Background: an optimization exercise with open tools, aiming at small area and a short achievable clock period. Do not read the settings as production practice.
Only simulation tests tie the RTL to the original design; equivalence was not proved.

// gimbal_bilinear_servo_map
module gimbal_bilinear_servo_map (
  input  wire                clk,
  input  wire                rst_n,
  input  wire                start,
  output logic               busy,
  input  wire  signed [15:0] in_pitch_setpoint,
  input  wire  signed [15:0] in_yaw_setpoint,
  output logic               out_valid,
  output logic signed [14:0] out_top_angle_raw,
  output logic signed [14:0] out_bottom_angle_raw,
  output logic        [6:0]  out_top_servo_cmd,
  output logic        [6:0]  out_bottom_servo_cmd,
  input  wire                cfg_valid,
  output logic               cfg_ready,
  input  wire         [0:0]  cfg_index,
  input  wire         [15:0] cfg_data
);
export LEC_CHECK = 0
export ABC_AREA = 1
export CAP_MARGIN = 40
export CORE_MARGIN = 2
export CORE_UTILIZATION = 60
export CTS_BUF_LIST = sky130_fd_sc_hd__clkbuf_16
export CTS_CLUSTER_DIAMETER = 100
export CTS_CLUSTER_SIZE = 25
export PLACE_DENSITY = 0.72
export SLEW_MARGIN = 20
create_clock -name core_clock -period 11.0 [get_ports {clk}]
standard.sh (not shown) runs the stock make flow with config.mk's settings and CLKGATE_MAP_FILE= SYNTH_SCRIPT=/design/flow/synth_recipe.tcl, a recipe that flattens the netlist after the stock synthesis.
==> flow/flow/run.sh <==
#!/bin/bash
# Own layout flow: the standard flow with two changes.
#  1. Between synthesis and floorplan, polar.py removes the inverters that Yosys's
#     full-adder extraction leaves between adders, by choosing each full adder's
#     polarity (fa(~a,~b,~c) = ~fa(a,b,c)). Registers, ports and all other cells stay
#     as synthesis made them.
#  2. The port buffers that global placement inserts are buf_2 cells instead of the
#     default delay buffer.
set -euo pipefail
WORK=$(pwd)
R="$WORK/orfs/results/${FLOW_PLATFORM:-sky130hd}/gimbal_bilinear_servo_map/base"
bash standard.sh synth > "$WORK/synth.log" 2>&1
cp "$R/1_2_yosys.v" "$WORK/synth_netlist.v"
python3 "$WORK/flow/polar.py" "$WORK/synth_netlist.v" "$WORK/polar_netlist.v" > "$WORK/polar.log" 2>&1
cp "$WORK/polar_netlist.v" "$R/1_2_yosys.v"
rm -f "$R/1_synth.odb" "$R/1_synth.sdc"
export BUFFER_PORTS_ARGS="-buffer_cell sky130_fd_sc_hd__buf_2"
bash standard.sh > "$WORK/layout.log" 2>&1
Other scripts of this flow, unchanged in this note and not shown: flow/flow/polar.py
Edit:
CORE_UTILIZATION = 50   (was 60)
PLACE_DENSITY = 0.62   (was 0.72)
Global-route usage goes down by 4.7 points; first-iteration DRC count shrinks by 26%; clock-buffer cell count goes down by 1; area after synthesis is unchanged; setup slack degrades by 0.052 ns; routed wire length went up by about 1.7%; hold slack improved by 0.0060 ns.

========
Another version of the RTL of gimbal_bilinear_servo_map (not shown whole).
Size in the first run: about 4300 cells after synthesis, roughly 100 I/O pins.
==> flow/config.mk <==
export PLATFORM = sky130hd
export DESIGN_NAME = gimbal_bilinear_servo_map
export DESIGN_NICKNAME = gimbal_bilinear_servo_map
export VERILOG_FILES = /design/flow/design.v
export SDC_FILE = /design/flow/constraint.sdc
export NUM_CORES = 4
export LEC_CHECK = 0
export ABC_AREA = 1
export CAP_MARGIN = 40
export CORE_MARGIN = 2
export CORE_UTILIZATION = 60
export CTS_BUF_LIST = sky130_fd_sc_hd__clkbuf_16
export CTS_CLUSTER_DIAMETER = 100
export CTS_CLUSTER_SIZE = 25
export PLACE_DENSITY = 0.72
export SLEW_MARGIN = 20
==> flow/constraint.sdc <==
create_clock -name core_clock -period 11.0 [get_ports {clk}]
set_input_delay 2.2000 -clock core_clock [delete_from_list [all_inputs] [get_ports {clk}]]
set_output_delay 2.2000 -clock core_clock [all_outputs]
set_load 0.01 [all_outputs]
Scripts as last shown in full above: flow/flow/run.sh
Other scripts of this flow, unchanged in this note and not shown: flow/flow/polar.py
Change:
CTS_CLUSTER_SIZE = 30   (was 25)
Routed wire length barely changes.
Setup slack loses 21 ps.
Core utilization stays flat.
Clock-buffer cell count falls by 2.
Die area stays the same.
Cell area stays flat.

========
gimbal_bilinear_servo_map, a different RTL version from the one above (not shown whole).
For scale: ~4300 cells after synthesis, ~100 I/O pins, roughly 37000 µm² of cells after synthesis.
==> flow/config.mk <==
export PLATFORM = sky130hd
export DESIGN_NAME = gimbal_bilinear_servo_map
export DESIGN_NICKNAME = gimbal_bilinear_servo_map
export VERILOG_FILES = /design/flow/design.v
export SDC_FILE = /design/flow/constraint.sdc
export NUM_CORES = 4
export LEC_CHECK = 0
export ABC_AREA = 1
export CAP_MARGIN = 40
export CORE_MARGIN = 2
export CORE_UTILIZATION = 60
export CTS_BUF_LIST = sky130_fd_sc_hd__clkbuf_16
export CTS_CLUSTER_DIAMETER = 100
export CTS_CLUSTER_SIZE = 25
export PLACE_DENSITY = 0.72
export SLEW_MARGIN = 20
==> flow/constraint.sdc <==
create_clock -name core_clock -period 11.0 [get_ports {clk}]
set_input_delay 2.2000 -clock core_clock [delete_from_list [all_inputs] [get_ports {clk}]]
set_output_delay 2.2000 -clock core_clock [all_outputs]
set_load 0.01 [all_outputs]
Scripts as last shown in full above: flow/flow/run.sh
Other scripts of this flow, unchanged in this note and not shown: flow/flow/polar.py
==> next run, changes <==
- CORE_UTILIZATION: 60 -> 70
- PLACE_DENSITY: 0.72 -> 0.85
=>
- clock skew hardly moves
- sequential share of layout area climbs by 0.13 points
- wire length climbs by 2.4%
- setup slack is worse by 0.14 ns

========
== the reference run ==
gimbal_bilinear_servo_map, a different RTL version from the one above (not shown whole).
Size in the first run: roughly 4200 cells after synthesis, roughly 100 I/O pins, about 37000 µm² of cells after synthesis.
==> flow/design.v (excerpt) <==
module gimbal_bilinear_servo_map (
  input  wire                clk,
  input  wire                rst_n,
  input  wire                start,
  output logic               busy,
  input  wire  signed [15:0] in_pitch_setpoint,
  input  wire  signed [15:0] in_yaw_setpoint,
  output logic               out_valid,
  output logic signed [14:0] out_top_angle_raw,
  output logic signed [14:0] out_bottom_angle_raw,
  output logic        [6:0]  out_top_servo_cmd,
  output logic        [6:0]  out_bottom_servo_cmd,
  input  wire                cfg_valid,
  output logic               cfg_ready,
  input  wire         [0:0]  cfg_index,
  input  wire         [15:0] cfg_data
);
export LEC_CHECK = 0
export ABC_AREA = 1
export CAP_MARGIN = 40
export CORE_MARGIN = 2
export CORE_UTILIZATION = 60
export CTS_BUF_LIST = sky130_fd_sc_hd__clkbuf_16
export CTS_CLUSTER_DIAMETER = 100
export CTS_CLUSTER_SIZE = 30
export PLACE_DENSITY = 0.72
export SLEW_MARGIN = 20
create_clock -name core_clock -period 11.0 [get_ports {clk}]
Scripts as last shown in full above: flow/flow/run.sh
Other scripts of this flow, unchanged in this note and not shown: flow/flow/polar.py
Here is what was changed in the inputs of the trial run compared with the reference run.
Settings: clearing CTS_CLUSTER_SIZE, which used to be 30; clearing CTS_CLUSTER_DIAMETER, which used to be 100; swapping sky130_fd_sc_hd__clkbuf_16 for sky130_fd_sc_hd__clkbuf_4 sky130_fd_sc_hd__clkbuf_8 in CTS_BUF_LIST.
==> results.txt <==
The trial run has delay contributed by the slowest stage of the critical path below what the reference run had.
The lower met3 routed wirelength of the reference run and the trial run is in the reference run.
Changes observed in the trial run relative to the reference run: setup slack down 77 ps, sum of routed wire segments on met1 up about 0.44%.
For worst-margin pin slew, the trial run and the reference run come out practically identical.

==> port drivers added, routing unchanged <==
The flow's constraints put no driver on any port. The routed layouts listed below were extracted and timed again, unchanged, in two steps. Step 1 sets driving cells, clkbuf_16 on the clock port and buf_2 on the other inputs (assumed; they add their load-dependent delay and slew). Step 2 adds t to the input delays and takes it off the output delays; t is the mean of the earliest and latest rising clock arrival at the registers after step 1. Input paths then give back, and output paths get back, about the clock's delay inside the block. Three values: no drivers, after step 1, after step 2; two values: the first two.
run	shift t [ns]	slack for setup (ns)	latest minus earliest clock arrival (ns)	slew at the worst register clock pin (ns)	worst slew at a driven data input, ns
the first run of note 1	0.651	7.406 / 7.406 / 7.136	0.027 / 0.028	0.10 / 0.10	0.06
the second run of note 1	0.671	7.355 / 7.355 / 7.223	0.022 / 0.021	0.10 / 0.10	0.06
the first run of note 2	0.657	7.165 / 7.165 / 7.067	0.027 / 0.028	0.10 / 0.10	0.05
the second run of note 2	0.657	7.144 / 7.144 / 7.042	0.027 / 0.026	0.12 / 0.12	0.06
the first run of note 3	0.645	7.089 / 7.089 / 6.889	0.028 / 0.029	0.10 / 0.10	0.05
the second run of note 3	0.651	6.949 / 6.949 / 6.780	0.029 / 0.029	0.10 / 0.10	0.06
the reference run	0.682	6.818 / 6.818 / 6.785	0.030 / 0.030	0.12 / 0.12	0.06
the trial run	0.734	6.741 / 6.741 / 6.736	0.028 / 0.029	0.07 / 0.07	0.06
After both steps setup and hold are still met in every run listed. The setup slack of the first run of note 1, which loses most, moves by 0.000 ns with the drivers and by -0.270 ns with both steps.
